Optimization exercise on an open flow, not production practice.
RTL: at most simulated, not proved equivalent.
Function not checked: runs 1, 6 and 7.
Power: default activity.

<file path="flow/config.mk">
export PLATFORM = sky130hd
export DESIGN_NAME = axi_slave_mem
export DESIGN_NICKNAME = axi_slave_mem
export VERILOG_FILES = /design/flow/design.v
export SDC_FILE = /design/flow/constraint.sdc
export NUM_CORES = 4
export LEC_CHECK = 0
export CAP_MARGIN = 20
export CORE_MARGIN = 2
export CORE_UTILIZATION = 60
export CTS_CLUSTER_DIAMETER = 50
export CTS_CLUSTER_SIZE = 20
export PLACE_DENSITY = 0.7
export SETUP_SLACK_MARGIN = 4
export SLEW_MARGIN = 20
export SYNTH_MEMORY_MAX_BITS = 16384
</file>
<file path="flow/constraint.sdc">
create_clock -name core_clock -period 8.0 [get_ports {aclk}]
set_input_delay 1.6000 -clock core_clock [delete_from_list [all_inputs] [get_ports {aclk}]]
set_output_delay 1.6000 -clock core_clock [all_outputs]
set_load 0.01 [all_outputs]
</file>
<file path="flow/design.v">
module axi_slave_mem #(
    parameter int ADDR_WIDTH = 32,
    parameter int DATA_WIDTH = 32,
    parameter int MEM_DEPTH  = 64
) (
    input  logic                    aclk,
    input  logic                    arst,
    input  logic [3:0]              awid,
    input  logic [ADDR_WIDTH-1:0]   awaddr,
    input  logic [3:0]              awlen,
    input  logic [2:0]              awsize,
    input  logic [1:0]              awburst,
    input  logic [1:0]              awlock,
    input  logic [1:0]              awcache,
    input  logic [1:0]              awprot,
    input  logic                    awvalid,
    output logic                    awready,
    input  logic [3:0]              wid,
    input  logic [DATA_WIDTH-1:0]   wdata,
    input  logic [DATA_WIDTH/8-1:0] wstrb,
    input  logic                    wlast,
    input  logic                    wvalid,
    output logic                    wready,
    output logic [3:0]              bid,
    output logic [1:0]              bresp,
    output logic                    bvalid,
    input  logic                    bready,
    input  logic [3:0]              arid,
    input  logic [ADDR_WIDTH-1:0]   araddr,
    input  logic [3:0]              arlen,
    input  logic [2:0]              arsize,
    input  logic [1:0]              arburst,
    input  logic [1:0]              arlock,
    input  logic [1:0]              arcache,
    input  logic [1:0]              arprot,
    input  logic                    arvalid,
    output logic                    arready,
    output logic [3:0]              rid,
    output logic [DATA_WIDTH-1:0]   rdata,
    output logic [1:0]              rresp,
    output logic                    rlast,
    output logic                    rvalid,
    input  logic                    rready
);
    localparam int BYTES = DATA_WIDTH / 8;
    localparam int LSB   = $clog2(BYTES);
    localparam int IDX_W = (MEM_DEPTH > 1) ? $clog2(MEM_DEPTH) : 1;
    typedef struct packed {
        logic [10:0] lo;      
        logic        hz;      
        logic        hn;      
        logic [3:0]  hx;      
        logic [3:0]  len;
        logic [2:0]  size;
        logic [1:0]  burst;
        logic [3:0]  id;
        logic [3:0]  cnt;     
        logic        err;     
    } bst_t;
    function automatic logic cfg_err(
        input logic [2:0] size,
        input logic [3:0] len,
        input logic [1:0] burst
    );
        logic bad_wrap;
        bad_wrap = (burst == 2'b10) &&
                   !(len == 4'd1 || len == 4'd3 ||
                     len == 4'd7 || len == 4'd15);
        cfg_err = (burst == 2'b11) || (int'(size) > LSB) || bad_wrap;
    endfunction
    function automatic bst_t load(
        input logic [ADDR_WIDTH-1:0] a,
        input logic [3:0]  len,
        input logic [2:0]  size,
        input logic [1:0]  burst,
        input logic [3:0]  id
    );
        bst_t s;
        s.lo    = a[10:0];
        s.hz    = (a[ADDR_WIDTH-1:11] == '0);
        s.hn    = (a[ADDR_WIDTH-1:15] == '1);
        s.hx    = a[14:11];
        s.len   = len;
        s.size  = size;
        s.burst = burst;
        s.id    = id;
        s.cnt   = 4'd0;
        s.err   = cfg_err(size, len, burst);
        load = s;
    endfunction
    function automatic logic oor(input bst_t s);
        oor = !s.hz || (s.lo[10:8] != 3'd0);
    endfunction
    function automatic logic last(input bst_t s);
        last = (s.cnt == s.len);
    endfunction
    function automatic bst_t advance(input bst_t s);
        bst_t        n;
        logic [11:0] sum;
        logic [10:0] inc;
        logic [10:0] mask;
        n    = s;
        inc  = 11'(1) << s.size;
        mask = (11'({1'b0, s.len} + 5'd1) << s.size) - 11'd1;
        sum  = {1'b0, s.lo} + {1'b0, inc};
        case (s.burst)
            2'b01: begin
                n.lo = sum[10:0];
                if (sum[11]) begin
                    n.hz = s.hn && (s.hx == 4'hf);
                    n.hn = s.hn && (s.hx != 4'hf);
                    n.hx = s.hx + 4'd1;
                end
            end
            2'b10:   n.lo = (s.lo & ~mask) | (sum[10:0] & mask);
            default: n.lo = s.lo;
        endcase
        n.cnt = s.cnt + 4'd1;
        advance = n;
    endfunction
    logic unused_ok;
    assign unused_ok = ^{awlock, awcache, awprot,
                         arlock, arcache, arprot};
    logic [MEM_DEPTH-1:0][DATA_WIDTH-1:0] mem;
    logic [MEM_DEPTH-1:0]  vld;
    logic                  m_we;         
    logic [IDX_W-1:0]      m_widx;
    logic [BYTES-1:0]      m_strb;
    logic [DATA_WIDTH-1:0] m_wdat;
    always_ff @(posedge aclk or negedge arst) begin
        if (!arst) vld <= '0;
        else if (m_we) vld[m_widx] <= 1'b1;
    end
    for (genvar g = 0; g < MEM_DEPTH; g++) begin : g_word
        for (genvar b = 0; b < BYTES; b++) begin : g_byte
            always_ff @(posedge aclk)
                if (m_we && m_widx == IDX_W'(g) && (m_strb[b] || !vld[g]))
                    mem[g][b*8 +: 8] <= m_wdat[b*8 +: 8];
        end
    end
    bst_t       wc, wp;          
    logic       wc_v, wp_v;
    logic       aw_rdy, w_rdy;
    logic       bq0_v, bq1_v;
    logic [3:0] bq0_id, bq1_id;
    logic       bq0_e, bq1_e;
    bst_t       aw_in, ws;       
    logic       aw_hs, w_hs, ws_last, w_berr, b_push, b_pop;
    assign aw_in  = load(awaddr, awlen, awsize, awburst, awid);
    assign aw_hs  = awvalid && aw_rdy;
    assign w_hs   = wvalid && w_rdy;
    assign ws      = wc_v ? wc : aw_in;
    assign ws_last = last(ws);
    assign w_berr  = (wlast != ws_last) || (wid != ws.id) || oor(ws);
    assign b_push  = w_hs && ws_last;
    assign b_pop   = bq0_v && bready;
    assign m_we   = w_hs && !oor(ws);
    assign m_widx = ws.lo[LSB +: IDX_W];
    assign m_strb = wstrb;
    for (genvar b = 0; b < BYTES; b++) begin : g_wdat
        assign m_wdat[b*8 +: 8] = wstrb[b] ? wdata[b*8 +: 8] : 8'd0;
    end
    bst_t wc_n, wp_n;
    logic wc_vn, wp_vn, bq0_vn, bq1_vn;
    logic [3:0] bq0_idn, bq1_idn;
    logic bq0_en, bq1_en;
    logic ws_err;
    always_comb begin
        wc_n  = wc;
        wc_vn = wc_v;
        wp_n  = wp;
        wp_vn = wp_v;
        ws_err = ws.err || w_berr;
        if (w_hs) begin
            if (ws_last) begin
                if (wp_v) begin
                    wc_n  = wp;
                    wc_vn = 1'b1;
                    wp_vn = 1'b0;
                end else if (aw_hs && wc_v) begin
                    wc_n  = aw_in;
                    wc_vn = 1'b1;
                end else begin
                    wc_vn = 1'b0;
                end
            end else begin
                wc_n     = advance(ws);
                wc_n.err = ws_err;
                wc_vn    = 1'b1;
            end
        end else if (aw_hs && !wc_v) begin
            wc_n  = aw_in;
            wc_vn = 1'b1;
        end
        if (aw_hs && wc_v && !(w_hs && ws_last)) begin
            wp_n  = aw_in;
            wp_vn = 1'b1;
        end
        bq0_vn  = bq0_v;
        bq0_idn = bq0_id;
        bq0_en  = bq0_e;
        bq1_vn  = bq1_v;
        bq1_idn = bq1_id;
        bq1_en  = bq1_e;
        if (b_pop) begin
            bq0_vn  = bq1_v;
            bq0_idn = bq1_id;
            bq0_en  = bq1_e;
            bq1_vn  = 1'b0;
        end
        if (b_push) begin
            if (!bq0_vn) begin
                bq0_vn  = 1'b1;
                bq0_idn = ws.id;
                bq0_en  = ws_err;
            end else begin
                bq1_vn  = 1'b1;
                bq1_idn = ws.id;
                bq1_en  = ws_err;
            end
        end
    end
    always_ff @(posedge aclk or negedge arst) begin
        if (!arst) begin
            wc_v   <= 1'b0;
            wp_v   <= 1'b0;
            bq0_v  <= 1'b0;
            bq1_v  <= 1'b0;
            aw_rdy <= 1'b0;
            w_rdy  <= 1'b0;
        end else begin
            wc_v   <= wc_vn;
            wp_v   <= wp_vn;
            bq0_v  <= bq0_vn;
            bq1_v  <= bq1_vn;
            aw_rdy <= !wp_vn;
            w_rdy  <= !(bq1_vn && (!wc_vn || last(wc_n)));
        end
    end
    always_ff @(posedge aclk) begin
        wc     <= wc_n;
        wp     <= wp_n;
        bq0_id <= bq0_idn;
        bq0_e  <= bq0_en;
        bq1_id <= bq1_idn;
        bq1_e  <= bq1_en;
    end
    assign awready = aw_rdy;
    assign wready  = w_rdy;
    assign bvalid  = bq0_v;
    assign bid     = bq0_id;
    assign bresp   = {bq0_e, 1'b0};
    bst_t       rc, rp;          
    logic       rc_v, rp_v, ar_rdy;
    logic       ar_hs, fetch, r_oor;
    bst_t       ar_in;
    logic                  o_v, o_last, o_err;
    logic [3:0]            o_id;
    logic [DATA_WIDTH-1:0] o_data;
    assign ar_in = load(araddr, arlen, arsize, arburst, arid);
    assign ar_hs = arvalid && ar_rdy;
    assign fetch = rc_v && (!o_v || rready);
    assign r_oor = oor(rc);
    logic [7:0] rs_a, rs_b;
    logic [DATA_WIDTH-1:0] r_data;
    logic                  r_vld;
    always_comb begin
        r_data = '0;
        r_vld  = 1'b0;
        for (int i = 0; i < MEM_DEPTH; i++) begin
            r_data = r_data | (mem[i] & {DATA_WIDTH{rs_a[i/8] && rs_b[i%8]}});
            r_vld  = r_vld | (vld[i] && rs_a[i/8] && rs_b[i%8]);
        end
    end
    bst_t rc_n, rp_n;
    logic rc_vn, rp_vn;
    always_comb begin
        rc_n  = rc;
        rc_vn = rc_v;
        rp_n  = rp;
        rp_vn = rp_v;
        if (fetch) begin
            if (last(rc)) begin
                if (rp_v) begin
                    rc_n  = rp;
                    rp_vn = 1'b0;
                end else if (ar_hs) begin
                    rc_n  = ar_in;
                end else begin
                    rc_vn = 1'b0;
                end
            end else begin
                rc_n = advance(rc);
            end
        end else if (ar_hs && !rc_v) begin
            rc_n  = ar_in;
            rc_vn = 1'b1;
        end
        if (ar_hs && rc_v && !(fetch && last(rc))) begin
            rp_n  = ar_in;
            rp_vn = 1'b1;
        end
    end
    always_ff @(posedge aclk or negedge arst) begin
        if (!arst) begin
            rc_v   <= 1'b0;
            rp_v   <= 1'b0;
            ar_rdy <= 1'b0;
            o_v    <= 1'b0;
        end else begin
            rc_v   <= rc_vn;
            rp_v   <= rp_vn;
            ar_rdy <= !rp_vn;
            if (fetch)       o_v <= 1'b1;
            else if (rready) o_v <= 1'b0;
        end
    end
    always_ff @(posedge aclk) begin
        rc <= rc_n;
        rp <= rp_n;
        for (int i = 0; i < 8; i++) begin
            rs_a[i] <= !oor(rc_n) && (rc_n.lo[LSB+3 +: 3] == 3'(i));
            rs_b[i] <= (rc_n.lo[LSB +: 3] == 3'(i));
        end
        if (fetch) begin
            o_id   <= rc.id;
            o_last <= last(rc);
            o_err  <= rc.err || r_oor;
            o_data <= r_data & {DATA_WIDTH{r_vld}};
        end
    end
    assign arready = ar_rdy;
    assign rvalid  = o_v;
    assign rid    = o_id;
    assign rlast  = o_last;
    assign rresp  = {o_err, 1'b0};
    assign rdata  = o_data;
endmodule
</file>
<file path="flow/run.sh">
#!/bin/bash
# synth_recipe.tcl (not shown) runs the flow's synth.tcl, then flattens the netlist and writes it again
# the make line also repeats each setting of config.mk as NAME=value (left out here)
make -C /OpenROAD-flow-scripts/flow DESIGN_CONFIG=/design/flow/config.mk WORK_HOME=/design/flow/orfs CLKGATE_MAP_FILE= SYNTH_SCRIPT=/design/flow/synth_recipe.tcl finish
</file>
==> out/qor.csv, run 1 <==
metric;value;unit
clock sink count;2318;
Slew Limit Fails;0;
# DRC;0;
Hold Buf Count CTS;0;
unrepaired setup endpoints after global routing;true;
Final min period;4.08;ns
CP startpoint kind;input pin;
setup TNS;0;ns
CTS max path bufs;3;
crit-path max FO;12;
chip height;390;um
Reg clk slew, reported paths;0.07;ns
Main synth FF type;edfxtp_1;
worst hold slack;0.428;ns
Post-DRT Antenna Nets;0;
WL/cell;45.2;um
largest net degree at the start of global routing;65;
Synth warnings;1;
vias per cell;7.83;
Post-Syn Area;89300;um2
PD cells;242;nW/um2
Final period util;51.0;%
CTS tree;built;
number of library cell types mapped by synthesis;83;
min-delay src;rc[6];
Std-Cell Rows;141;
Core Area;148000;um2
largest cells by area after synthesis;edfxtp_1 74%, a22oi_1 3.9%, a22o_1 3.3%;
cells after synthesis;5424;
post-detailed-placement half-perimeter wirelength;218;mm
Setup WS post-layout;3.92;ns
sequential element share of the synthesized area;77.1;%
All-Layer GR Usage;47.4;%
drt first pass iters;10;
share of cells above drive strength 1;20.9;%
Crit path largest cell delay;0.69;ns
input/output buffers;185;
Avg Cell Area, Syn;16.5;um2
register bit count reported by yosys;2318;
leak pwr;35.3;nW
Placed Instances;7370;
insertion delay to the later sink of the worst-skew pair;0.87;ns
Pwr Total;26.0;mW
Cell Count, Final, Fillers Out;7993;
biggest area consumer among synthesized cells;edfxtp_1;
global-route wire length before repair;481;mm
FFs w/ async S/R, synth;3.19;%
CP Capture Type;register;
CTS HTree Levels;4;
root buf cell;clkbuf_16;
GP Congestion;1.23;
worst flop-to-flop path startpoint;rs_a[2];
nets@finish;6088;
final core occ;72.8;%
Peak supply drop;0.220;mV
worst path cell trace;clkdlybuf4s50_1 > mux2_4 > inv_1 > ha_2 > and3_2 > xnor2_1 > nand2_1 > o21bai_1;
DIE WIDTH;390;um
Max Clk Rate;245;MHz
Fin. Hold Viols;0;
crit path from;awaddr[3];
vias in the first global route;58100;
Ports;200;
Worst Reg-to-Reg Cells;8;
Final Cell Area;108000;um2
outcome;timing/DRC/antenna clean;
Area Growth Syn to Fin;20.5;%
Place WS;1.83;ns
actual slew at the worst max-slew pin;1.21;ns
WS Path Type;input pin to register;
dpl cell area;95600;um2
Max Cap Violations;0;
Vias;62600;
initial antenna violation count;19;
Worst Hold Depth;0;
die area;152000;um2
Final setup viols;0;
Initial Utilization;60.4;%
max_slew headroom;19.1;%
grt total ovfl;0;
critical path data arrival time;4.84;ns
CP Data Required Time;8.76;ns
initial DRC count;12100;
CTS Buf Count;174;
Yosys top cell area share;74.2;%
final WL;361;mm
clock skew;0.0316;ns
Post-synth EDFFs;2205;
Slowest-stage cell, CP;nand2_1;
hold crit path type;register to register;
## power breakdown
group / leakage (nW) / switching, mW / internal (mW)
clock network: 2.88 / 4.61 / 4.61
logic: 10.9 / 1.75 / 0.948
registers: 21.5 / 0.451 / 13.6
## synthesized netlist by cell type, types with 16 or more instances
cell,number
dfxtp_1,39
a22o_1,338
nor2_1,98
nand3_1,122
ha_1,33
xnor2_1,33
dfrtp_1,74
mux2i_1,27
o21ai_0,59
nor2b_1,16
nand2_1,142
clkbuf_1,303
nor4_1,36
and2_1,115
a211oi_1,16
nor3_1,77
mux2_2,22
o21bai_1,52
a21o_1,24
buf_1,32
xor2_1,29
edfxtp_1,2205
nand4_1,151
a22oi_1,463
a21oi_1,339
inv_1,42
a221oi_1,318
and3_1,19
## cell families after synthesis
group,Yosys count,share of synthesized area [%]
flip-flops,2318,77.1
AO/OA/AOI/OAI,1709,14.3
AND/OR/NAND/NOR,850,5.14
buffers and inverters,399,1.72
XOR/XNOR,62,0.608
multiplexers,50,0.597
adder cells (fa/ha/maj),35,0.507
other,1,0.00420
## per-layer routing
layer / global-route usage [%] / up-vias / part of all wire (%)
met5: 0.702 / - / 0.089
met2: 68.2 / 6499 / 42
li1: - / 23500 / -
met4: 29.9 / 28 / 8.5
met3: 18.2 / 1595 / 17
met1: 60.7 / 30900 / 32
## path summary, 6_finish.rpt
path,endpoint,slack [ns]
worst max-delay path,vld[31],3.92
worst max register to register,o_data[4],4.08
worst min-delay path,o_id[1],0.43
min in group asynchronous,wc_v,0.71
max in group asynchronous,vld[33],6.15
worst min register to register,o_id[1],0.43
## worst max-delay path: cells and delay by family
family | cells | cell delay (ns)
AOI/OAI and AO/OA | 1 | 0.39
adders and majority gates | 1 | 0.46
buffers and inverters | 2 | 0.60
and+or+nand+nor | 2 | 1.13
muxes | 1 | 0.39
xor gates and xnor gates | 1 | 0.24
## sequential cells by signal (all words and copies together) (netlist names), 4 cells and up
register,cells
mem,2048
vld,64
wp,31
rs_b,8
rs_a,8
rc,35
bq0_id,4
o_data,32
o_id,4
rp,31
bq1_id,4
wc,35
## cell usage in the layout (no fill, tap or decap), types with 151 or more instances in the layout
cell type        synthesis  final
clkdlybuf4s50_1          0    155
clkbuf_16                0    179
a22oi_1                463    463
a22o_1                 338    338
buf_4                    4    254
a221oi_1               318    316
edfxtp_1              2205   2205
buf_12                   0    187
a21oi_4                  0    200
nand4_1                151    151
## area by class of cell
class / instances / area (um2)
Clock buffer: 189 / 4520
Timing Repair Buffer: 651 / 7760
Tap cell: 1930 / 2410
Antenna cell: 14 / 35.0
Sequential cell: 2318 / 68800
Clock inverter: 133 / 1440
Multi-Input combinational cell: 2709 / 22300
Fill cell: 9120 / 40100
Inverter: 49 / 204
## timing repair
item	in CTS	in global routing
endpoints found under the setup margin	2166	1660
gates resized for setup	250	65
pin swaps	13	18
setup buffers	258	27
cloned	1	1
==> inputs of run 2 (changes only) <==
--- a/flow/design.v
+++ b/flow/design.v
@@ -261,17 +261,6 @@
     assign ar_hs = arvalid && ar_rdy;
     assign fetch = rc_v && (!o_v || rready);
     assign r_oor = oor(rc);
-    logic [7:0] rs_a, rs_b;
-    logic [DATA_WIDTH-1:0] r_data;
-    logic                  r_vld;
-    always_comb begin
-        r_data = '0;
-        r_vld  = 1'b0;
-        for (int i = 0; i < MEM_DEPTH; i++) begin
-            r_data = r_data | (mem[i] & {DATA_WIDTH{rs_a[i/8] && rs_b[i%8]}});
-            r_vld  = r_vld | (vld[i] && rs_a[i/8] && rs_b[i%8]);
-        end
-    end
     bst_t rc_n, rp_n;
     logic rc_vn, rp_vn;
     always_comb begin
@@ -318,15 +307,12 @@
     always_ff @(posedge aclk) begin
         rc <= rc_n;
         rp <= rp_n;
-        for (int i = 0; i < 8; i++) begin
-            rs_a[i] <= !oor(rc_n) && (rc_n.lo[LSB+3 +: 3] == 3'(i));
-            rs_b[i] <= (rc_n.lo[LSB +: 3] == 3'(i));
-        end
         if (fetch) begin
             o_id   <= rc.id;
             o_last <= last(rc);
             o_err  <= rc.err || r_oor;
-            o_data <= r_data & {DATA_WIDTH{r_vld}};
+            o_data <= (r_oor || !vld[rc.lo[LSB +: IDX_W]]) ? '0 :
+                      mem[rc.lo[LSB +: IDX_W]];
         end
     end
     assign arready = ar_rdy;
==> flow/config.mk (replaced) <==
export PLATFORM = sky130hd
export DESIGN_NAME = axi_slave_mem
export DESIGN_NICKNAME = axi_slave_mem
export VERILOG_FILES = /design/flow/design.v
export SDC_FILE = /design/flow/constraint.sdc
export NUM_CORES = 4
export LEC_CHECK = 0
export CAP_MARGIN = 20
export CORE_MARGIN = 2
export CORE_UTILIZATION = 25
export PLACE_DENSITY = 0.35
export SLEW_MARGIN = 20
export SYNTH_MEMORY_MAX_BITS = 16384
==> run 2 against run 1 <==
Still clean on timing, DRC and antenna. Total power up 44%. First-iteration DRC count shrank 65%. Die area increased by 150%. Core utilization decreased by 43 points. Combinational power grew to 4.1 times the previous value. Sequential share of layout area down 2.5 points. Sequential cell count shrank 16. Non-clock buffer count decreased by 138. Register-to-register slack got worse by 1.0 ns. Worst setup slack got worse by 1.4 ns. Synthesized cell count fell by 16%. Critical path type unchanged. Largest power group unchanged.
==> out/qor.csv, run 2 <==
metric;value;unit
unrepaired setup endpoints after global routing;false;
Peak supply drop;0.464;mV
drt first pass iters;7;
Area Growth Syn to Fin;19.6;%
max_slew headroom;24.4;%
most frequent cells in the layout;2215 x edfxtp_1, 689 x mux4_2, 316 x buf_4;
grt total ovfl;0;
post_cts resized;0;
chip height;615;um
PD cells;336;nW/um2
share of cells above drive strength 1;28.0;%
Final min period;5.48;ns
hold crit path type;register to register;
cell family with most CP delay;simple AND/OR/NAND/NOR gates;
worst hold slack;0.410;ns
Reg clk slew, reported paths;0.06;ns
max reg flops;2048;
# DRC;0;
CP startpoint kind;input pin;
CTS Buf Count;281;
Top Registers;mem x2048, vld x64, wc x35;
DIE WIDTH;615;um
most frequent cell after synthesis;edfxtp_1;
clock sink count;2302;
Final Cell Area;112000;um2
Slew Limit Fails;0;
Initial Utilization;25.1;%
insertion delay to the later sink of the worst-skew pair;0.90;ns
Max Cap Violations;0;
sequential element share of the synthesized area;73.6;%
Post-CTS Setup Repair Bufs;0;
Crit path largest cell delay;0.87;ns
Gate power share;29.8;%
Post-DRT Antenna Nets;0;
post-detailed-placement half-perimeter wirelength;196;mm
cell internal pwr;25.6;mW
WL/cell;30.2;um
vias in the first global route;50100;
vias per cell;4.69;
CP Data Required Time;8.60;ns
most common cell after layout, fill and taps aside;edfxtp_1;
Fin. Hold Viols;0;
Pwr Total;37.5;mW
initial antenna violation count;19;
cells after synthesis;4539;
final WL;311;mm
Yosys top cell area share;71.3;%
top post-synthesis cells by count;2215 x edfxtp_1, 689 x mux4_2, 314 x a21oi_1;
die area;378000;um2
All-Layer GR Usage;16.1;%
register share of total power;38.0;%
critical path data arrival time;6.08;ns
Std-Cell Rows;224;
Hold Buf Count CTS;0;
GP Congestion;0.893;
largest cells by area after synthesis;edfxtp_1 71%, mux4_2 17%, dfrtp_1 2.0%;
setup TNS;0;ns
Post-synth EDFFs;2215;
Vias;48200;
Largest Register;mem;
Core Area;372000;um2
NetSw;11.8;mW
global-route wire length before repair;427;mm
crit-path max FO;9;
Slowest-stage cell, CP;nand3_1;
leak pwr;35.8;nW
WS Path Type;input pin to register;
root buf cell;clkbuf_16;
Clock power frac;32.2;%
input/output buffers;185;
Final setup viols;0;
FFs w/ async S/R, synth;3.21;%
biggest area consumer among synthesized cells;edfxtp_1;
outcome;timing/DRC/antenna clean;
Ports;200;
Main synth FF type;edfxtp_1;
largest net degree at the start of global routing;95;
number of library cell types mapped by synthesis;83;
Synth warnings;1;
register bit count reported by yosys;2302;
worst path cell trace;clkdlybuf4s50_1 > nor4_1 > nand2_1 > o41ai_1 > nand3_1 > buf_4 > nor4_2 > nand3_1 > a21oi_1 > buf_4;
nets@finish;5278;
Switching Fraction;31.6;%
CTS max path bufs;4;
Final period util;68.5;%
Buf/Inv on CP;3;
clock skew;0.0451;ns
Max Clk Rate;182;MHz
Avg Cell Area, Syn;20.5;um2
CP Capture Type;register;
CTS tree;built;
dpl cell area;103000;um2
Post-Syn Area;93300;um2
actual slew at the worst max-slew pin;1.13;ns
initial DRC count;4277;
CTS HTree Levels;5;
==> run 2: changes by cell type after synthesis, moves of 59 or more <==
cell,previous run,this run
a22oi_1,463,12
mux4_2,0,689
and2_1,115,56
nand4_1,151,24
a221oi_1,318,5
a22o_1,338,21
nand3_1,122,32
clkbuf_1,303,144
==> run 2: worst paths after layout <==
kind | start | depth (start not counted) | slack, ns | endpoint
worst max-delay path | awaddr[25] | 10 | 2.52 | mem[106]
worst min-delay path | rc[8] | 0 | 0.41 | o_id[3]
worst max register to register | wc_v | 8 | 3.07 | mem[106]
worst min register to register | rc[8] | 0 | 0.41 | o_id[3]
max in group asynchronous | arst | 2 | 6.08 | o_v
min in group asynchronous | arst | 1 | 0.69 | wc_v
==> run 2: layout make-up <==
class	instances	area, um2
fillers	36300	260000
flip-flops and latches	2302	68600
multi-input cells	1933	23500
clock buffers	377	7640
well taps	4972	6220
repair buffers	513	4460
clock inverters	113	841
inverters	62	234
diodes	14	35.0
==> run 2: logic make-up (layout without fill, tap and decap cells) <==
group | Yosys count | in the layout | share of synthesized area, %
compound gates | 600 | 600 | 4.02
xor+xnor | 58 | 58 | 0.545
buf+inv | 305 | 1065 | 1.40
other cells | 1 | 16 | 0.00402
simple gates | 496 | 496 | 2.70
flops | 2302 | 2302 | 73.6
fa+ha+maj | 35 | 35 | 0.486
mux | 742 | 742 | 17.2
==> run 2: worst register-to-register path: stages (launching register included) <==
cell and delay, ns:
dfrtp_2 0.82, buf_4 0.58, mux2i_1 0.29, buf_4 0.22, inv_2 0.14, nor4_2 0.90
nand3_1 0.88, a21oi_1 0.52, buf_4 0.27
==> run 2: metal layers <==
metal	GRT usage, %	up-vias	routed length [um]
met5	0.101	-	172
met4	4.74	24	8980
met3	2.76	463	14700
met2	26.3	1242	148000
met1	21.9	26300	139000
li1	-	20200	-
==> run 2: power groups by stage <==
stage	clock [mW]	sequential, mW	combinational (mW)
floorplan	0	14.2	7.34
finish	12.1	14.2	11.2
detailed placement	0	14.5	11.5
global placement	0	14.5	11.6
CTS	12.5	14.2	11.6
global route	12.9	14.3	11.9
==> run 2: through the flow <==
stage / cells / setup slack [ns] / util, %
final: 10300 / 2.52 / 30.0
after global routing: 10300 / 2.45 / 30.0
after CTS: 10300 / 2.72 / 30.0
after detailed placement: 9780 / 1.74 / 27.7
after global placement: 9780 / 1.69 / 27.7
after floorplan: 4540 / 3.48 / -
Testbench counts of run 2, summed over its fixed seeds: cycles 22,070, beats 28,664.
==> inputs of run 3 (changes only) <==
--- a/flow/design.v
+++ b/flow/design.v
@@ -123,7 +123,7 @@
                          arlock, arcache, arprot};
     logic [MEM_DEPTH-1:0][DATA_WIDTH-1:0] mem;
     logic [MEM_DEPTH-1:0]  vld;
-    logic                  m_we;         
+    logic                  m_we;
     logic [IDX_W-1:0]      m_widx;
     logic [BYTES-1:0]      m_strb;
     logic [DATA_WIDTH-1:0] m_wdat;
@@ -154,11 +154,15 @@
     assign w_berr  = (wlast != ws_last) || (wid != ws.id) || oor(ws);
     assign b_push  = w_hs && ws_last;
     assign b_pop   = bq0_v && bready;
-    assign m_we   = w_hs && !oor(ws);
-    assign m_widx = ws.lo[LSB +: IDX_W];
-    assign m_strb = wstrb;
-    for (genvar b = 0; b < BYTES; b++) begin : g_wdat
-        assign m_wdat[b*8 +: 8] = wstrb[b] ? wdata[b*8 +: 8] : 8'd0;
+    always_ff @(posedge aclk or negedge arst) begin
+        if (!arst) m_we <= 1'b0;
+        else       m_we <= w_hs && !oor(ws);
+    end
+    always_ff @(posedge aclk) begin
+        m_widx <= ws.lo[LSB +: IDX_W];
+        m_strb <= wstrb;
+        for (int b = 0; b < BYTES; b++)
+            m_wdat[b*8 +: 8] <= wstrb[b] ? wdata[b*8 +: 8] : 8'd0;
     end
     bst_t wc_n, wp_n;
     logic wc_vn, wp_vn, bq0_vn, bq1_vn;
@@ -261,6 +265,13 @@
     assign ar_hs = arvalid && ar_rdy;
     assign fetch = rc_v && (!o_v || rready);
     assign r_oor = oor(rc);
+    logic [MEM_DEPTH-1:0]  r_sel;
+    logic [DATA_WIDTH-1:0] r_data;
+    always_comb begin
+        r_data = '0;
+        for (int i = 0; i < MEM_DEPTH; i++)
+            r_data = r_data | (mem[i] & {DATA_WIDTH{r_sel[i]}});
+    end
     bst_t rc_n, rp_n;
     logic rc_vn, rp_vn;
     always_comb begin
@@ -307,12 +318,14 @@
     always_ff @(posedge aclk) begin
         rc <= rc_n;
         rp <= rp_n;
+        for (int i = 0; i < MEM_DEPTH; i++)
+            r_sel[i] <= vld[i] && !oor(rc_n) &&
+                        (rc_n.lo[LSB +: IDX_W] == IDX_W'(i));
         if (fetch) begin
             o_id   <= rc.id;
             o_last <= last(rc);
             o_err  <= rc.err || r_oor;
-            o_data <= (r_oor || !vld[rc.lo[LSB +: IDX_W]]) ? '0 :
-                      mem[rc.lo[LSB +: IDX_W]];
+            o_data <= r_data;
         end
     end
     assign arready = ar_rdy;
--- a/flow/config.mk
+++ b/flow/config.mk
@@ -9,5 +9,6 @@
 export CORE_MARGIN = 2
 export CORE_UTILIZATION = 25
 export PLACE_DENSITY = 0.35
+export SETUP_SLACK_MARGIN = 4
 export SLEW_MARGIN = 20
 export SYNTH_MEMORY_MAX_BITS = 16384
==> run 3 against run 2 <==
Highest routed layer unchanged. Largest cell class unchanged. Core utilization increased by 0.62 points. Cell count increased by 6.3%. Clock skew increased by 0.0044 ns. Non-clock buffer count increased by 104. Still clean on timing, DRC and antenna.
==> out/qor.csv, run 3 <==
metric;value;unit
Ports;200;
met3 WL post-DR;32.4;mm
CP Capture Type;register;
FFs w/ async S/R, synth;3.11;%
Slew Limit Fails;0;
initial antenna violation count;39;
Slowest-stage cell, CP;clkdlybuf4s50_1;
Largest Register;mem;
Initial Utilization;25.1;%
All-Layer GR Usage;24.5;%
clock skew;0.0495;ns
initial DRC count;8679;
CTS tree;built;
Final period util;48.9;%
worst flop-to-flop path startpoint;wc_v;
Place WS;2.09;ns
Yosys top cell area share;72.9;%
Worst Reg-to-Reg Cells;13;
CTS HTree Levels;5;
WL/cell;42.2;um
actual slew at the worst max-slew pin;1.28;ns
Area Growth Syn to Fin;22.0;%
most frequent cell after synthesis;edfxtp_1;
Worst setup endpoint;wc[32];
chip height;607;um
max reg flops;2048;
largest net degree at the start of global routing;65;
register bit count reported by yosys;2409;
cells after synthesis;5312;
number of library cell types mapped by synthesis;85;
outcome;timing/DRC/antenna clean;
drt first pass iters;6;
R2R Path End;wc[32];
max_slew headroom;14.6;%
die area;368000;um2
post-detailed-placement half-perimeter wirelength;279;mm
Vias;60200;
worst path cell trace;clkdlybuf4s50_1 > mux2_2 > ha_4 > fa_1 > a21o_1 > a21oi_2 > o21ai_2 > o41ai_4 > buf_4 > nor2_1 > nor2b_1 > o21ai_0 > o31ai_1;
root buf cell;clkbuf_16;
Crit path largest cell delay;0.47;ns
WS Path Type;input pin to register;
nets@finish;6097;
share of cells above drive strength 1;18.1;%
insertion delay to the later sink of the worst-skew pair;0.93;ns
Post-Syn Area;90800;um2
input/output buffers;185;
critical path data arrival time;4.63;ns
Synth warnings;1;
Post-synth EDFFs;2205;
grt total ovfl;0;
unrepaired setup endpoints after global routing;true;
global-route wire length before repair;593;mm
Reg clk slew, reported paths;0.06;ns
# DRC;0;
Metal-1 WL;199;mm
largest cells by area after synthesis;edfxtp_1 73%, a22o_1 5.1%, a221oi_1 5.1%;
Avg Cell Area, Syn;17.1;um2
final WL;462;mm
CP startpoint kind;input pin;
Max Cap Violations;0;
hold crit path type;register to register;
Setup WS post-layout;4.08;ns
Core Area;362000;um2
leak pwr;36.6;nW
Main synth FF type;edfxtp_1;
Final setup viols;0;
Std-Cell Rows;221;
top post-synthesis cells by count;2205 x edfxtp_1, 534 x a22o_1, 524 x a221oi_1;
Max Clk Rate;255;MHz
biggest area consumer among synthesized cells;edfxtp_1;
Post-DRT Antenna Nets;0;
GP Congestion;0.995;
met2 WL;215;mm
DIE WIDTH;607;um
Fin. Hold Viols;0;
CTS max path bufs;4;
CP Data Required Time;8.72;ns
setup slack, reg-to-reg;4.14;ns
most frequent cells in the layout;2205 x edfxtp_1, 533 x a22o_1, 520 x a221oi_1;
CTS Buf Count;287;
DR top layer;met5;
Final min period;3.92;ns
crit path from;awaddr[0];
PD cells;278;nW/um2
Top Registers;mem x2048, r_sel x64, vld x64;
setup TNS;0;ns
sequential element share of the synthesized area;77.8;%
clock sink count;2409;
most common cell after layout, fill and taps aside;edfxtp_1;
Hold Buf Count CTS;0;
Peak supply drop;0.164;mV
vias in the first global route;57400;
crit-path max FO;5;
vias per cell;5.51;
run 3: repair_timing:
item,CTS,global route
pin swaps,11,11
setup buffers,38,14
gates resized for setup,44,37
endpoints found under the setup margin,80,78
run 3: cell families (layout without fill, tap and decap cells):
kind of cell	Yosys count	count (layout)	share of synthesized area, %
buffers and inverters	368	1185	1.59
other	1	14	0.00413
DFF	2409	2409	77.8
AOI/OAI and AO/OA	1660	1660	14.3
muxes	52	52	0.609
adders and majority gates	35	35	0.499
xor gates and xnor gates	53	53	0.511
and+or+nand+nor	734	734	4.69
run 3: final cells by class:
cell class                      instances  area [um2]
Fill cell                           35600      251000
Inverter                               61         236
Sequential cell                      2409       70800
Multi-Input combinational cell       2536       19600
Clock inverter                        119        1070
Antenna cell                           12        30.0
Timing Repair Buffer                  617        5180
Clock buffer                          388        7830
Tap cell                             4794        6000
run 3: worst min-delay path by stage:
stage | to | slack, ns | depth (start not counted) | startpoint
after floorplan | o_id[0] | 0.40 | 0 | rc[5]
after global placement | o_id[1] | 0.40 | 0 | rc[6]
after detailed placement | o_id[3] | 0.42 | 0 | rc[8]
after CTS | o_id[0] | 0.42 | 0 | rc[5]
after global routing | o_id[1] | 0.43 | 0 | rc[6]
final | o_id[0] | 0.41 | 0 | rc[5]
run 3: critical path: cells and delay by family:
family                   cells  cell delay, ns
adder cells (fa/ha/maj)      2            0.64
AND/OR/NAND/NOR              2            0.18
buffers and inverters        2            0.66
multiplexers                 1            0.36
AO/OA/AOI/OAI                6            1.19
run 3: power breakdown:
group / internal, mW / switching, mW / total, mW / leakage (nW)
Clock: 7.30 / 5.47 / 12.8 / 4.33
Sequential: 14.2 / 0.665 / 14.8 / 22.3
Combinational: 1.15 / 2.00 / 3.15 / 10.0
run 3: metal layers:
layer	GRT usage, %	vias up
li1	-	23700
met1	33.6	33100
met2	39.6	2861
met3	4.16	608
met4	7.36	8
met5	0	-
run 3: stage by stage:
step / util, % / area [um2] / total power [mW] / hold WS, ns / cells
detailed placement: 27.9 / 101000 / 17.9 / 0.419 / 10400
floorplan: - / 91300 / 16.5 / 0.400 / 5313
finish: 30.6 / 111000 / 30.8 / 0.413 / 10900
global placement: 27.9 / 101000 / 17.9 / 0.401 / 10400
global route: 30.6 / 111000 / 31.6 / 0.429 / 10900
CTS: 30.5 / 111000 / 30.9 / 0.416 / 10900
Testbench counts of run 3, summed over its fixed seeds: cycles 22,070, beats 28,664.
==> inputs of run 4 (changes only) <==
--- a/flow/config.mk
+++ b/flow/config.mk
@@ -9,6 +9,6 @@
 export CORE_MARGIN = 2
 export CORE_UTILIZATION = 25
 export PLACE_DENSITY = 0.35
-export SETUP_SLACK_MARGIN = 4
+export SETUP_SLACK_MARGIN = 5
 export SLEW_MARGIN = 20
 export SYNTH_MEMORY_MAX_BITS = 16384
==> run 4 against run 3 <==
Clock power about the same. Die area is the same. Total power increased by 3.0%. Largest power group unchanged. First-iteration DRC count is 4.4% lower. Cell count increased by 1.6%. Clock skew shrank 0.0051 ns. Hold slack improved by 0.0012 ns. Sequential share of layout area decreased by 2.0 points. Non-clock buffer count rose by 184. Routed wire length up 0.87%. Global-route usage is 0.18 points higher. Combinational power is 35% higher.
==> out/qor.csv, run 4 <==
metric;value;unit
worst flop-to-flop path startpoint;wc_v;
outcome;timing/DRC/antenna clean;
most frequent cell after synthesis;edfxtp_1;
Synth Area in Compound Gates;14.3;%
final WL;466;mm
final core occ;31.6;%
R2R Path End;wc[21];
Std-Cell Rows;221;
Max Clk Rate;274;MHz
cells after synthesis;5312;
Core Area;362000;um2
worst-case hold path end point;o_id[2];
WL/cell;41.9;um
clock sink count;2409;
DIE WIDTH;607;um
max reg flops;2048;
XOR/XNOR share of the synthesized area;0.511;%
register bit count reported by yosys;2409;
hold crit path type;register to register;
adder-cell area share of the yosys netlist;0.499;%
Avg Cell Area, Syn;17.1;um2
Crit path largest cell delay;0.51;ns
NetSw;8.52;mW
CTS tree;built;
max_slew headroom;22.1;%
input/output buffers;185;
nets@finish;6291;
Final Cell Area;114000;um2
share of cells above drive strength 1;24.7;%
CP Capture Type;register;
Peak supply drop;0.146;mV
Synth warnings;1;
mux cell area share after synthesis;0.609;%
min-delay src;rc[7];
insertion delay to the later sink of the worst-skew pair;0.93;ns
Simple-Gate Fraction of Synth Area;4.69;%
Worst Hold Depth;0;
register share of total power;46.7;%
worst path cell trace;buf_12 > mux2i_4 > inv_2 > ha_4 > mux2i_4 > or2_4 > ha_4 > inv_4 > o41ai_4 > o2111ai_2 > or4_4 > nand3_2 > mux2_4 > o31ai_2;
setup TNS;0;ns
Final setup viols;0;
Slew Limit Fails;0;
# DRC;0;
Main synth FF type;edfxtp_1;
unrepaired setup endpoints after global routing;true;
Cell Count, Final, Fillers Out;11100;
global-route wire length before repair;599;mm
initial DRC count;8293;
Gate power share;13.4;%
die area;368000;um2
critical path data arrival time;4.39;ns
vias per cell;5.52;
Area Growth Syn to Fin;26.0;%
sequential element share of the synthesized area;77.8;%
FFs w/ async S/R, synth;3.11;%
crit-path max FO;6;
Slowest-stage cell, CP;or4_4;
Max Cap Violations;0;
most frequent cells in the layout;2205 x edfxtp_1, 532 x a22o_1, 494 x buf_4;
vias in the first global route;58800;
largest net degree at the start of global routing;65;
Yosys top cell area share;72.9;%
CTS HTree Levels;5;
actual slew at the worst max-slew pin;1.17;ns
grt total ovfl;0;
number of library cell types mapped by synthesis;85;
Placed Instances;10400;
Switching Fraction;26.9;%
setup slack, reg-to-reg;4.40;ns
Post-Syn Area;90800;um2
Ports;200;
PD cells;277;nW/um2
root buf cell;clkbuf_16;
leak pwr;38.3;nW
CP startpoint kind;input pin;
Vias;61300;
main combinational cell family by area after synthesis;compound AO/OA/AOI/OAI gates;
WS Path Type;input pin to register;
CP Data Required Time;8.74;ns
clock skew;0.0444;ns
drt first pass iters;6;
post-detailed-placement half-perimeter wirelength;277;mm
Worst Reg-to-Reg Cells;14;
dpl cell area;101000;um2
Final min period;3.65;ns
most common cell after layout, fill and taps aside;edfxtp_1;
Largest Register;mem;
cell internal pwr;23.2;mW
Top Registers;mem x2048, r_sel x64, vld x64;
Final period util;45.7;%
CTS max path bufs;4;
CTS Buf Count;290;
largest cells by area after synthesis;edfxtp_1 73%, a22o_1 5.1%, a221oi_1 5.1%;
initial antenna violation count;43;
Clock power frac;39.9;%
Layout fillers;35300;
GP Congestion;0.994;
top post-synthesis cells by count;2205 x edfxtp_1, 534 x a22o_1, 524 x a221oi_1;
Post-DRT Antenna Nets;0;
Post-synth EDFFs;2205;
chip height;607;um
biggest area consumer among synthesized cells;edfxtp_1;
Fin. Hold Viols;0;
Initial Utilization;25.1;%
Reg clk slew, reported paths;0.06;ns
All-Layer GR Usage;24.7;%
[run 4: area by class of cell]
class / count / area [um2] / area share, %
inverter: 61 / 274 / 0.239
timing repair buffer: 801 / 7300 / 6.38
tap: 4794 / 6000 / 5.24
antenna: 6 / 15.0 / 0.0131
clock inverter: 120 / 983 / 0.859
clock buffer: 382 / 7800 / 6.82
timing repair inverter: 1 / 7.51 / 0.00656
multi-input combinational: 2542 / 21200 / 18.5
sequential: 2409 / 70900 / 61.9
[run 4: through the flow]
stage          hold slack (ns)  total power, mW  setup slack [ns]
2_1_floorplan            0.400             16.5              3.49
3_3_place_gp             0.402             17.9              2.03
3_5_place_dp             0.419             17.9              1.93
4_1_cts                  0.403             31.5              4.24
5_1_grt                  0.419             32.6              4.27
6_report                 0.414             31.7              4.35
[run 4: power by group through the flow]
stage | clock network (mW) | registers (mW) | logic [mW]
2_1_floorplan | 0 | 14.8 | 1.73
3_3_place_gp | 0 | 15.0 | 2.89
3_5_place_dp | 0 | 15.0 | 2.91
4_1_cts | 12.9 | 14.8 | 3.86
5_1_grt | 13.3 | 14.8 | 4.46
6_report | 12.6 | 14.8 | 4.24
[run 4: worst max-delay path: cells and delay by family]
| family | cells | cell delay, ns |
|---|---|---|
| AO/OA/AOI/OAI | 3 | 0.78 |
| adder cells (fa/ha/maj) | 2 | 0.40 |
| buffers and inverters | 3 | 0.23 |
| multiplexers | 3 | 0.62 |
| AND/OR/NAND/NOR | 3 | 0.75 |
[run 4: cell families after synthesis]
| family | count (synthesis) |
|---|---|
| AO/OA/AOI/OAI | 1660 |
| XOR/XNOR | 53 |
| adder cells (fa/ha/maj) | 35 |
| buffers and inverters | 368 |
| flip-flops | 2409 |
| multiplexers | 52 |
| other | 1 |
| AND/OR/NAND/NOR | 734 |
[run 4: worst max path at each step]
stage | end | slack [ns] | start
floorplan | wc[34] | 3.49 | awlen[0]
global placement | r_sel[27] | 2.03 | arvalid
detailed placement | r_sel[25] | 1.93 | arvalid
CTS | wc[34] | 4.24 | awlen[1]
global route | wc[21] | 4.27 | wc_v
finish | wc[34] | 4.35 | awlen[0]
[run 4: timing repair]
item	CTS	global route
endpoints found under the setup margin	442	277
pin swaps	98	105
hold buffers	0	0
setup buffers	174	59
gates resized for setup	658	165
cloned	15	2
[run 4: metal layers]
| layer | track usage [%] | share of wire, % | up-vias |
|---|---|---|---|
| li1 | - | - | 24000 |
| met1 | 33.3 | 42 | 33600 |
| met2 | 40.4 | 47 | 2976 |
| met3 | 4.20 | 7.3 | 643 |
| met4 | 7.78 | 3.5 | 8 |
| met5 | 0 | 0.010 | - |
==> inputs of run 5 (changes only) <==
--- a/flow/config.mk
+++ b/flow/config.mk
@@ -7,8 +7,10 @@
 export LEC_CHECK = 0
 export CAP_MARGIN = 20
 export CORE_MARGIN = 2
-export CORE_UTILIZATION = 25
-export PLACE_DENSITY = 0.35
-export SETUP_SLACK_MARGIN = 5
+export CORE_UTILIZATION = 45
+export CTS_CLUSTER_DIAMETER = 80
+export CTS_CLUSTER_SIZE = 30
+export PLACE_DENSITY = 0.55
+export SETUP_SLACK_MARGIN = 4
 export SLEW_MARGIN = 20
 export SYNTH_MEMORY_MAX_BITS = 16384
==> run 5 against run 4 <==
Global-route usage grew 12 points. Synthesized cell count is the same. Critical endpoint unchanged. Final area shrank 10%. Clock power shrank 38%. Clock-buffer cell count shrank 252. Critical path depth shrank 1. First-iteration DRC count grew 28%. Still clean on timing, DRC and antenna. Hold slack gained 0.025 ns. Worst setup slack lost 0.25 ns. Combinational power shrank about 30%. Register-to-register slack lost 0.23 ns. Sequential cell count is the same.
==> out/qor.csv, run 5 <==
metric;value;unit
biggest area consumer among synthesized cells;edfxtp_1;
Final Cell Area;103000;um2
DIE WIDTH;453;um
CP startpoint kind;input pin;
Largest Register;mem;
Synth warnings;1;
most frequent cell after synthesis;edfxtp_1;
max reg flops;2048;
Ports;200;
All-Layer GR Usage;37.1;%
Post-Syn Area;90800;um2
Hold Buf Count CTS;0;
CTS HTree Levels;3;
setup slack, reg-to-reg;4.17;ns
Layout fillers;16500;
Std-Cell Rows;164;
Final setup viols;0;
clock sink count;2409;
CTS Buf Count;118;
Avg Cell Area, Syn;17.1;um2
Slew Limit Fails;0;
Peak supply drop;0.188;mV
number of library cell types mapped by synthesis;85;
largest cells by area after synthesis;edfxtp_1 73%, a22o_1 5.1%, a221oi_1 5.1%;
hold crit path type;register to register;
most frequent cells in the layout;2205 x edfxtp_1, 533 x a22o_1, 520 x a221oi_1;
WL/cell;46.1;um
Top Registers;mem x2048, r_sel x64, vld x64;
share of cells above drive strength 1;14.9;%
Placed Instances;8128;
Initial Utilization;45.4;%
cell internal pwr;18.5;mW
sequential element share of the synthesized area;77.8;%
cells after synthesis;5312;
final WL;387;mm
Worst Reg-to-Reg Cells;12;
Max Clk Rate;256;MHz
register bit count reported by yosys;2409;
Post-DRT Antenna Nets;0;
crit-path max FO;7;
root buf cell;clkbuf_16;
global-route wire length before repair;507;mm
WS Path Type;input pin to register;
max_slew headroom;17.3;%
CTS tree;built;
Gate power share;11.6;%
CTS max path bufs;3;
setup TNS;0;ns
Fin. Hold Viols;0;
initial antenna violation count;30;
vias in the first global route;55200;
critical path data arrival time;4.57;ns
Vias;60100;
Core Area;200000;um2
Final period util;48.8;%
insertion delay to the later sink of the worst-skew pair;0.85;ns
Area Growth Syn to Fin;13.4;%
grt total ovfl;0;
chip height;453;um
GP Congestion;1.10;
most common cell after layout, fill and taps aside;edfxtp_1;
# DRC;0;
CP Data Required Time;8.66;ns
Post-synth EDFFs;2205;
die area;205000;um2
Final min period;3.90;ns
initial DRC count;10600;
CP Capture Type;register;
unrepaired setup endpoints after global routing;false;
drt first pass iters;6;
dpl cell area;97800;um2
Reg clk slew, reported paths;0.10;ns
register share of total power;58.1;%
Worst Hold Depth;0;
NetSw;7.16;mW
clock skew;0.0552;ns
top post-synthesis cells by count;2205 x edfxtp_1, 534 x a22o_1, 524 x a221oi_1;
PD cells;249;nW/um2
actual slew at the worst max-slew pin;1.24;ns
post-detailed-placement half-perimeter wirelength;234;mm
largest net degree at the start of global routing;65;
FFs w/ async S/R, synth;3.11;%
Clock power frac;30.3;%
Switching Fraction;27.9;%
Yosys top cell area share;72.9;%
vias per cell;7.14;
leak pwr;33.9;nW
Max Cap Violations;0;
input/output buffers;185;
nets@finish;5826;
outcome;timing/DRC/antenna clean;
Cell Count, Final, Fillers Out;8413;
Main synth FF type;edfxtp_1;
run 5: area by class of cell:
type | count | area (um2) | area share (%)
Tap cell | 2656 | 3320 | 3.23
Timing Repair inverter | 1 | 7.51 | 0.00729
Timing Repair Buffer | 514 | 4420 | 4.30
Multi-Input combinational cell | 2536 | 19700 | 19.1
Inverter | 61 | 233 | 0.226
Sequential cell | 2409 | 70900 | 68.9
Antenna cell | 13 | 32.5 | 0.0316
Clock buffer | 130 | 3090 | 3.00
Clock inverter | 93 | 1240 | 1.21
run 5: power groups by stage:
stage / Clock, mW / Sequential [mW] / Combinational (mW)
after floorplan: 0 / 14.8 / 1.70
after global placement: 0 / 15.1 / 2.62
after detailed placement: 0 / 15.1 / 2.64
after CTS: 7.80 / 14.8 / 2.86
after global routing: 8.20 / 14.9 / 3.16
final: 7.77 / 14.9 / 2.98
run 5: stage by stage:
step	total power, mW	setup WS [ns]	util [%]	hold WS (ns)
final	25.6	4.10	51.5	0.438
after global routing	26.2	3.97	51.5	0.440
after CTS	25.5	4.01	51.3	0.434
after detailed placement	17.8	1.85	48.9	0.413
after global placement	17.7	1.91	48.8	0.402
after floorplan	16.5	3.49	-	0.400
run 5: logic make-up after synthesis:
family / Yosys count / synth area share [%]
DFF: 2409 / 77.8
buffers and inverters: 368 / 1.59
muxes: 52 / 0.609
and+or+nand+nor: 734 / 4.69
AOI/OAI and AO/OA: 1660 / 14.3
xor gates and xnor gates: 53 / 0.511
adders and majority gates: 35 / 0.499
other: 1 / 0.00413
run 5: final timing paths:
path                            end     start
max in group asynchronous   vld[21]      arst
hold / removal              o_id[2]     rc[7]
setup / recovery             wc[34]  awlen[1]
min in group asynchronous    aw_rdy      arst
hold reg to reg             o_id[2]     rc[7]
setup reg to reg           r_sel[9]    rc[15]
run 5: timing repair:
action / 4_1_cts / 5_1_grt
gates cloned: 1 / 0
buffers inserted: 40 / 8
pin swaps: 13 / 9
setup endpoints to repair: 81 / 79
gates resized for setup: 41 / 39
run 5: worst max-delay path, cell delays in order:
cell       delay [ns]
buf_2            0.16
mux2_4           0.31
ha_4             0.27
mux2i_4          0.18
or2_4            0.16
ha_4             0.13
inv_1            0.06
o41ai_4          0.41
o2111ai_4        0.17
or4_1            0.49
nand3_1          0.10
mux2_2           0.33
o31ai_1          0.17
run 5: layer usage:
metal	routed length, um	track usage (%)	part of all wire (%)	up-vias
li1	-	-	-	23000
met1	146000	50.8	38	31700
met2	173000	56.8	45	4547
met3	47900	9.29	12	805
met4	19900	15.3	5.1	12
met5	88	0	0.023	-
==> inputs of run 6 (changes only) <==
--- a/flow/design.v
+++ b/flow/design.v
@@ -139,17 +139,19 @@
         end
     end
     bst_t       wc, wp;          
-    logic       wc_v, wp_v;
+    logic       wc_v, wp_v, wc_fr;
     logic       aw_rdy, w_rdy;
     logic       bq0_v, bq1_v;
     logic [3:0] bq0_id, bq1_id;
     logic       bq0_e, bq1_e;
     bst_t       aw_in, ws;       
+    bst_t       wcur;            
     logic       aw_hs, w_hs, ws_last, w_berr, b_push, b_pop;
     assign aw_in  = load(awaddr, awlen, awsize, awburst, awid);
     assign aw_hs  = awvalid && aw_rdy;
     assign w_hs   = wvalid && w_rdy;
-    assign ws      = wc_v ? wc : aw_in;
+    assign wcur    = wc_fr ? wc : advance(wc);
+    assign ws      = wc_v ? wcur : aw_in;
     assign ws_last = last(ws);
     assign w_berr  = (wlast != ws_last) || (wid != ws.id) || oor(ws);
     assign b_push  = w_hs && ws_last;
@@ -165,36 +167,41 @@
             m_wdat[b*8 +: 8] <= wstrb[b] ? wdata[b*8 +: 8] : 8'd0;
     end
     bst_t wc_n, wp_n;
-    logic wc_vn, wp_vn, bq0_vn, bq1_vn;
+    logic wc_vn, wp_vn, wc_frn, bq0_vn, bq1_vn;
     logic [3:0] bq0_idn, bq1_idn;
     logic bq0_en, bq1_en;
     logic ws_err;
     always_comb begin
-        wc_n  = wc;
-        wc_vn = wc_v;
+        wc_n   = wc;
+        wc_vn  = wc_v;
+        wc_frn = wc_fr;
         wp_n  = wp;
         wp_vn = wp_v;
         ws_err = ws.err || w_berr;
         if (w_hs) begin
             if (ws_last) begin
                 if (wp_v) begin
-                    wc_n  = wp;
-                    wc_vn = 1'b1;
-                    wp_vn = 1'b0;
+                    wc_n   = wp;
+                    wc_vn  = 1'b1;
+                    wc_frn = 1'b1;
+                    wp_vn  = 1'b0;
                 end else if (aw_hs && wc_v) begin
-                    wc_n  = aw_in;
-                    wc_vn = 1'b1;
+                    wc_n   = aw_in;
+                    wc_vn  = 1'b1;
+                    wc_frn = 1'b1;
                 end else begin
                     wc_vn = 1'b0;
                 end
             end else begin
-                wc_n     = advance(ws);
+                wc_n     = ws;
                 wc_n.err = ws_err;
                 wc_vn    = 1'b1;
+                wc_frn   = 1'b0;
             end
         end else if (aw_hs && !wc_v) begin
-            wc_n  = aw_in;
-            wc_vn = 1'b1;
+            wc_n   = aw_in;
+            wc_vn  = 1'b1;
+            wc_frn = 1'b1;
         end
         if (aw_hs && wc_v && !(w_hs && ws_last)) begin
             wp_n  = aw_in;
@@ -238,11 +245,13 @@
             bq0_v  <= bq0_vn;
             bq1_v  <= bq1_vn;
             aw_rdy <= !wp_vn;
-            w_rdy  <= !(bq1_vn && (!wc_vn || last(wc_n)));
+            w_rdy  <= !(bq1_vn && (!wc_vn ||
+                        (wc_frn ? wc_n.cnt : wc_n.cnt + 4'd1) == wc_n.len));
         end
     end
     always_ff @(posedge aclk) begin
         wc     <= wc_n;
+        wc_fr  <= wc_frn;
         wp     <= wp_n;
         bq0_id <= bq0_idn;
         bq0_e  <= bq0_en;
--- a/flow/config.mk
+++ b/flow/config.mk
@@ -11,6 +11,6 @@
 export CTS_CLUSTER_DIAMETER = 80
 export CTS_CLUSTER_SIZE = 30
 export PLACE_DENSITY = 0.55
-export SETUP_SLACK_MARGIN = 4
+export SETUP_SLACK_MARGIN = 5
 export SLEW_MARGIN = 20
 export SYNTH_MEMORY_MAX_BITS = 16384
==> run 6 against run 5 <==
Critical path type is now register to register. Fmax is 2.4% higher. First-iteration DRC count is 2.1% higher. Global-route usage is 0.46 points higher. Hold slack worse by 0.0078 ns. Core utilization is 1.1 points higher. Sequential share of layout area is 1.3 points lower. Die area is 0.24% lower. Sequential power hardly changed. Still clean on timing, DRC and antenna. Clock-buffer cell count is 15 higher. Largest cell class unchanged.
==> out/qor.csv, run 6 <==
metric;value;unit
outcome;timing/DRC/antenna clean;
dpl cell area;97600;um2
setup slack, reg-to-reg;4.19;ns
max reg flops;2048;
Peak supply drop;0.212;mV
Max Clk Rate;262;MHz
insertion delay to the later sink of the worst-skew pair;0.85;ns
grt total ovfl;0;
chip height;453;um
Cell Count, Final, Fillers Out;8551;
initial antenna violation count;18;
cells after synthesis;5290;
Main synth FF type;edfxtp_1;
Area Growth Syn to Fin;15.9;%
Final setup viols;0;
crit-path max FO;6;
worst flop-to-flop path startpoint;rc[12];
adder-cell area share of the yosys netlist;0.514;%
CTS max path bufs;3;
clock skew;0.0419;ns
PD cells;258;nW/um2
crit path from;rc[12];
CTS HTree Levels;4;
Post-Syn Area;90600;um2
Slowest-stage cell, CP;or4_1;
nets@finish;5972;
most frequent cell after synthesis;edfxtp_1;
Avg Cell Area, Syn;17.1;um2
worst path cell trace;buf_6 > buf_6 > and3_1 > ha_4 > o21a_4 > nand2_4 > a211oi_4 > a31oi_4 > or4_1 > and4_4 > a2111oi_4 > buf_4 > o211a_4 > buf_6 > and4_1;
unrepaired setup endpoints after global routing;true;
leak pwr;34.9;nW
largest net degree at the start of global routing;65;
Hold Buf Count CTS;0;
area of the multi-input gates;20400;um2
root buf cell;clkbuf_16;
Final Cell Area;105000;um2
most frequent CP cell;buf_6;
Post-synth EDFFs;2205;
Core Area;200000;um2
Vias;60900;
Post-DRT Antenna Nets;0;
cell family with most CP delay;simple AND/OR/NAND/NOR gates;
number of library cell types mapped by synthesis;94;
actual slew at the worst max-slew pin;1.23;ns
top post-synthesis cells by count;2205 x edfxtp_1, 537 x a22o_1, 513 x a221oi_1;
Buf/Inv on CP;4;
biggest area consumer among synthesized cells;edfxtp_1;
CTS Buf Count;130;
clock sink count;2410;
Slew Limit Fails;0;
post-detailed-placement half-perimeter wirelength;234;mm
Layout fillers;16300;
Reg clk slew, reported paths;0.10;ns
setup TNS;0;ns
Place WS;1.92;ns
Final min period;3.81;ns
Std-Cell Rows;164;
Yosys top cell area share;73.1;%
mux cell area share after synthesis;0.341;%
share of cells above drive strength 1;19.7;%
Top Registers;mem x2048, r_sel x64, vld x64;
register area;71000;um2
vias per cell;7.13;
Ports;200;
CTS tree;built;
FFs w/ async S/R, synth;3.11;%
main combinational cell family by area after synthesis;compound AO/OA/AOI/OAI gates;
register bit count reported by yosys;2410;
worst-case hold path end point;o_id[3];
critical path data arrival time;4.59;ns
most frequent cells in the layout;2205 x edfxtp_1, 536 x a22o_1, 509 x a221oi_1;
GP Congestion;1.12;
All-Layer GR Usage;37.6;%
CP Data Required Time;8.77;ns
Final period util;47.7;%
global-route wire length before repair;511;mm
WS Path Type;register to register;
WL/cell;45.9;um
Simple-Gate Fraction of Synth Area;4.77;%
XOR/XNOR share of the synthesized area;0.586;%
die area;205000;um2
most common cell after layout, fill and taps aside;edfxtp_1;
DIE WIDTH;453;um
Worst Reg-to-Reg Cells;15;
CP startpoint kind;register;
CP Capture Type;register;
Synth Area in Compound Gates;14.2;%
hold crit path type;register to register;
input/output buffers;185;
initial DRC count;10900;
Largest Register;mem;
drt first pass iters;7;
Crit path largest cell delay;0.55;ns
sequential element share of the synthesized area;78.0;%
Fin. Hold Viols;0;
largest cells by area after synthesis;edfxtp_1 73%, a22o_1 5.2%, a221oi_1 5.0%;
vias in the first global route;55800;
max_slew headroom;17.8;%
R2R Path End;r_sel[23];
Synth warnings;1;
Setup WS post-layout;4.19;ns
final WL;392;mm
# DRC;0;
Max Cap Violations;0;
Placed Instances;8135;
Worst Hold Depth;0;
min-delay src;rc[8];
Initial Utilization;45.3;%
[run 6: cell count changes after synthesis, moves of 11 or more]
cell      change
nor2_1       +15
nand2_1      -11
o21ai_0      -21
buf_1        +11
a221oi_1     -11
mux2_2       -19
clkbuf_1     -18
nand3_1      +19
[run 6: how the worst max path moves through the flow]
stage	end	depth (start not counted)	slack [ns]
global route	r_sel[37]	16	4.09
global placement	r_sel[42]	12	1.96
CTS	r_sel[13]	17	4.28
finish	r_sel[23]	15	4.19
floorplan	r_sel[11]	11	3.66
detailed placement	r_sel[17]	12	1.92
[run 6: logic make-up (layout without fill, tap and decap cells)]
group,after synthesis,after routing
flops,2410,2410
compound gates,1627,1631
simple gates,764,766
buf+inv,363,951
xor+xnor,59,59
fa+ha+maj,36,36
mux,30,30
other cells,1,12
[run 6: metal layers]
metal,global-route usage [%],wire (um),vias to the layer above
met2,57.9,176000,4867
met5,0,78,-
met4,16.8,22700,14
met1,50.7,143000,31900
met3,9.30,50700,943
li1,-,-,23200
[run 6: where the power goes]
group          leakage, nW  total (mW)  switching, mW  internal, mW
clock network         2.21        8.13           4.56          3.58
registers             22.3        15.0          0.803          14.2
logic                 10.4        3.98           2.38          1.59
total                 34.9        27.1           7.74          19.4
[run 6: layout make-up]
cell class / instances / area share, %
Sequential cell: 2410 / 67.5
Multi-Input combinational cell: 2524 / 19.5
Timing Repair Buffer: 660 / 5.20
Clock buffer: 145 / 3.27
Tap cell: 2656 / 3.16
Clock inverter: 86 / 1.11
Inverter: 60 / 0.236
Antenna cell: 10 / 0.0238
[run 6: timing repair]
action | in CTS | in global routing
setup buffers | 134 | 30
resized for setup | 448 | 93
pin swaps | 79 | 63
setup endpoints to repair | 653 | 193
cloned | 8 | 2
[run 6: stage by stage]
step,power [mW],utilization [%],hold WS (ns)
after floorplan,16.8,-,0.400
after global placement,18.1,48.8,0.403
after detailed placement,18.1,48.9,0.411
after CTS,26.7,52.1,0.432
after global routing,27.8,52.5,0.442
final,27.1,52.6,0.431
==> inputs of run 7 (changes only) <==
--- a/flow/design.v
+++ b/flow/design.v
@@ -96,23 +96,32 @@
     endfunction
     function automatic bst_t advance(input bst_t s);
         bst_t        n;
-        logic [11:0] sum;
-        logic [10:0] inc;
-        logic [10:0] mask;
-        n    = s;
-        inc  = 11'(1) << s.size;
-        mask = (11'({1'b0, s.len} + 5'd1) << s.size) - 11'd1;
-        sum  = {1'b0, s.lo} + {1'b0, inc};
+        logic [10:0] below;      
+        logic [10:0] g;          
+        logic [10:0] cin;        
+        logic [10:0] inc;        
+        logic        cout;       
+        logic [10:0] mask;       
+        n = s;
+        for (int j = 0; j < 11; j++) below[j] = (j < int'(s.size));
+        g = s.lo | below;
+        for (int j = 0; j < 11; j++) begin
+            cin[j] = 1'b1;
+            for (int k = 0; k < j; k++) cin[j] = cin[j] & g[k];
+        end
+        cout = &g;
+        inc  = s.lo ^ (cin & ~below);
+        mask = (11'(s.len) << s.size) | below;
         case (s.burst)
             2'b01: begin
-                n.lo = sum[10:0];
-                if (sum[11]) begin
+                n.lo = inc;
+                if (cout) begin
                     n.hz = s.hn && (s.hx == 4'hf);
                     n.hn = s.hn && (s.hx != 4'hf);
                     n.hx = s.hx + 4'd1;
                 end
             end
-            2'b10:   n.lo = (s.lo & ~mask) | (sum[10:0] & mask);
+            2'b10:   n.lo = (s.lo & ~mask) | (inc & mask);
             default: n.lo = s.lo;
         endcase
         n.cnt = s.cnt + 4'd1;
==> run 7 against run 6 <==
Highest routed layer unchanged. Total power is 9.6% lower. Routed wire length is 3.3% lower. Non-clock buffer count is 114 lower. Hold slack worse by 0.0016 ns. Still clean. Final area is 2.9% lower. Critical path depth is 3 higher. Core utilization is 0.83 points lower. Largest power group unchanged. Worst setup slack worse by 0.17 ns. Synthesized cell count is 3.8% lower. Register-to-register slack worse by 0.17 ns. Fmax is 4.2% lower. Cell count is 3.7% lower.
==> out/qor.csv, run 7 <==
metric;value;unit
outcome;timing/DRC/antenna clean;
vias in the first global route;53500;
DIE WIDTH;449;um
WS Path Type;register to register;
Slew Limit Fails;0;
Ports;200;
CTS tree;built;
Crit path largest cell delay;0.55;ns
actual slew at the worst max-slew pin;1.33;ns
Synth warnings;1;
CTS Buf Count;120;
most frequent cell after synthesis;edfxtp_1;
clock skew;0.0488;ns
hold crit path type;register to register;
CP Capture Type;register;
Main synth FF type;edfxtp_1;
crit-path max FO;8;
Area Growth Syn to Fin;14.2;%
Final period util;49.7;%
number of library cell types mapped by synthesis;99;
register bit count reported by yosys;2410;
max_slew headroom;11.4;%
Largest Register;mem;
Peak supply drop;0.189;mV
vias per cell;7.12;
post-detailed-placement half-perimeter wirelength;224;mm
All-Layer GR Usage;36.6;%
WL/cell;46.1;um
leak pwr;33.8;nW
Vias;58600;
most frequent cells in the layout;2205 x edfxtp_1, 540 x a22o_1, 508 x a221oi_1;
Cell Count, Final, Fillers Out;8233;
global-route wire length before repair;494;mm
Hold Buf Count CTS;0;
Yosys top cell area share;74.2;%
initial antenna violation count;22;
max reg flops;2048;
Fin. Hold Viols;0;
setup TNS;0;ns
sequential element share of the synthesized area;79.2;%
Placed Instances;7914;
Final setup viols;0;
Reg clk slew, reported paths;0.12;ns
biggest area consumer among synthesized cells;edfxtp_1;
CP startpoint kind;register;
nets@finish;5651;
register area;71000;um2
Post-synth EDFFs;2205;
worst path cell trace;nor2_1 > o21ba_2 > or4_4 > nor2_4 > ha_4 > ha_4 > ha_4 > nor2b_4 > and3_4 > o21ai_2 > a21oi_2 > a211o_1 > a2111oi_4 > buf_6 > buf_4 > nand4bb_4 > nor2_4 > and3_1;
Std-Cell Rows;163;
top post-synthesis cells by count;2205 x edfxtp_1, 540 x a22o_1, 516 x a221oi_1;
Initial Utilization;45.3;%
Core Area;197000;um2
most frequent CP cell;ha_4;
chip height;449;um
clock sink count;2410;
cells after synthesis;5089;
area of the multi-input gates;18600;um2
# DRC;0;
most common cell after layout, fill and taps aside;edfxtp_1;
Max Clk Rate;251;MHz
Final min period;3.98;ns
die area;202000;um2
Slowest-stage cell, CP;or4_4;
Buf/Inv on CP;2;
CTS max path bufs;3;
critical path data arrival time;4.77;ns
Top Registers;mem x2048, r_sel x64, vld x64;
largest net degree at the start of global routing;65;
Pwr Total;24.5;mW
input/output buffers;185;
share of cells above drive strength 1;17.4;%
final WL;380;mm
drt first pass iters;6;
Avg Cell Area, Syn;17.5;um2
GP Congestion;1.11;
Post-Syn Area;89300;um2
Max Cap Violations;0;
Post-DRT Antenna Nets;0;
PD cells;240;nW/um2
root buf cell;clkbuf_16;
FFs w/ async S/R, synth;3.11;%
initial DRC count;10400;
CTS HTree Levels;3;
unrepaired setup endpoints after global routing;true;
grt total ovfl;0;
Layout fillers;16200;
CP Data Required Time;8.79;ns
largest cells by area after synthesis;edfxtp_1 74%, a22o_1 5.3%, a221oi_1 5.1%;
cell family with most CP delay;simple AND/OR/NAND/NOR gates;
insertion delay to the later sink of the worst-skew pair;0.85;ns
## run 7: cell types whose count changed after synthesis, sizes merged, moves of 16 or more
| cell | change |
|---|---|
| buf | -18 |
| xnor2 | -16 |
| and3 | +56 |
| nor2 | -30 |
| and4 | -53 |
| nand2 | -29 |
## run 7: cells by family after synthesis
kind of cell,count (synthesis),share of synthesized area (%)
xor gates and xnor gates,28,0.301
adders and majority gates,22,0.308
other,1,0.00420
DFF,2410,79.2
muxes,24,0.290
and+or+nand+nor,659,4.13
buffers and inverters,340,1.49
AOI/OAI and AO/OA,1605,14.3
## run 7: final cells by class
class | count | area share [%]
antenna | 8 | 0.0196
inverter | 61 | 0.239
clock inverter | 93 | 1.15
clock buffer | 135 | 3.14
multi-input combinational | 2340 | 18.2
timing repair buffer | 546 | 4.45
sequential | 2410 | 69.6
tap | 2640 | 3.24
## run 7: final timing paths
| kind | start | endpoint | slack [ns] | cells past startpoint |
|---|---|---|---|---|
| min in group asynchronous | arst | m_we | 0.62 | 1 |
| max reg2reg | rc[12] | r_sel[12] | 4.02 | 18 |
| max | rc[12] | r_sel[12] | 4.02 | 18 |
| max in group asynchronous | arst | vld[10] | 6.08 | 2 |
| min | rc[7] | o_id[2] | 0.43 | 0 |
| min reg2reg | rc[7] | o_id[2] | 0.43 | 0 |
## run 7: routing by layer
| metal | track usage, % | vias to the layer above | part of all wire [%] |
|---|---|---|---|
| li1 | - | 22200 | - |
| met1 | 49.3 | 30800 | 37 |
| met2 | 55.9 | 4576 | 45 |
| met3 | 8.84 | 962 | 12 |
| met4 | 18.0 | 10 | 6.1 |
| met5 | 0 | - | 0.017 |
## run 7: power by group
part	internal, mW	switching (mW)
logic	0.808	1.32
registers	14.1	0.501
clock network	3.25	4.55
total	18.1	6.37
## run 7: timing repair
item                                   in CTS  in global routing
setup buffers                              62                 21
setup endpoints to repair                 618                300
pin swaps                                  62                 26
gates resized for setup                   354                 63
endpoints found under the hold margin       0                  0
## run 7: metrics by stage
stage | setup slack (ns) | cell area, um2 | util, % | hold WS, ns
after floorplan | 3.67 | 89500 | - | 0.400
after global placement | 2.43 | 96100 | 48.7 | 0.403
after detailed placement | 2.39 | 96100 | 48.7 | 0.409
after CTS | 3.97 | 101000 | 51.4 | 0.429
after global routing | 3.87 | 102000 | 51.7 | 0.439
final | 4.02 | 102000 | 51.7 | 0.429
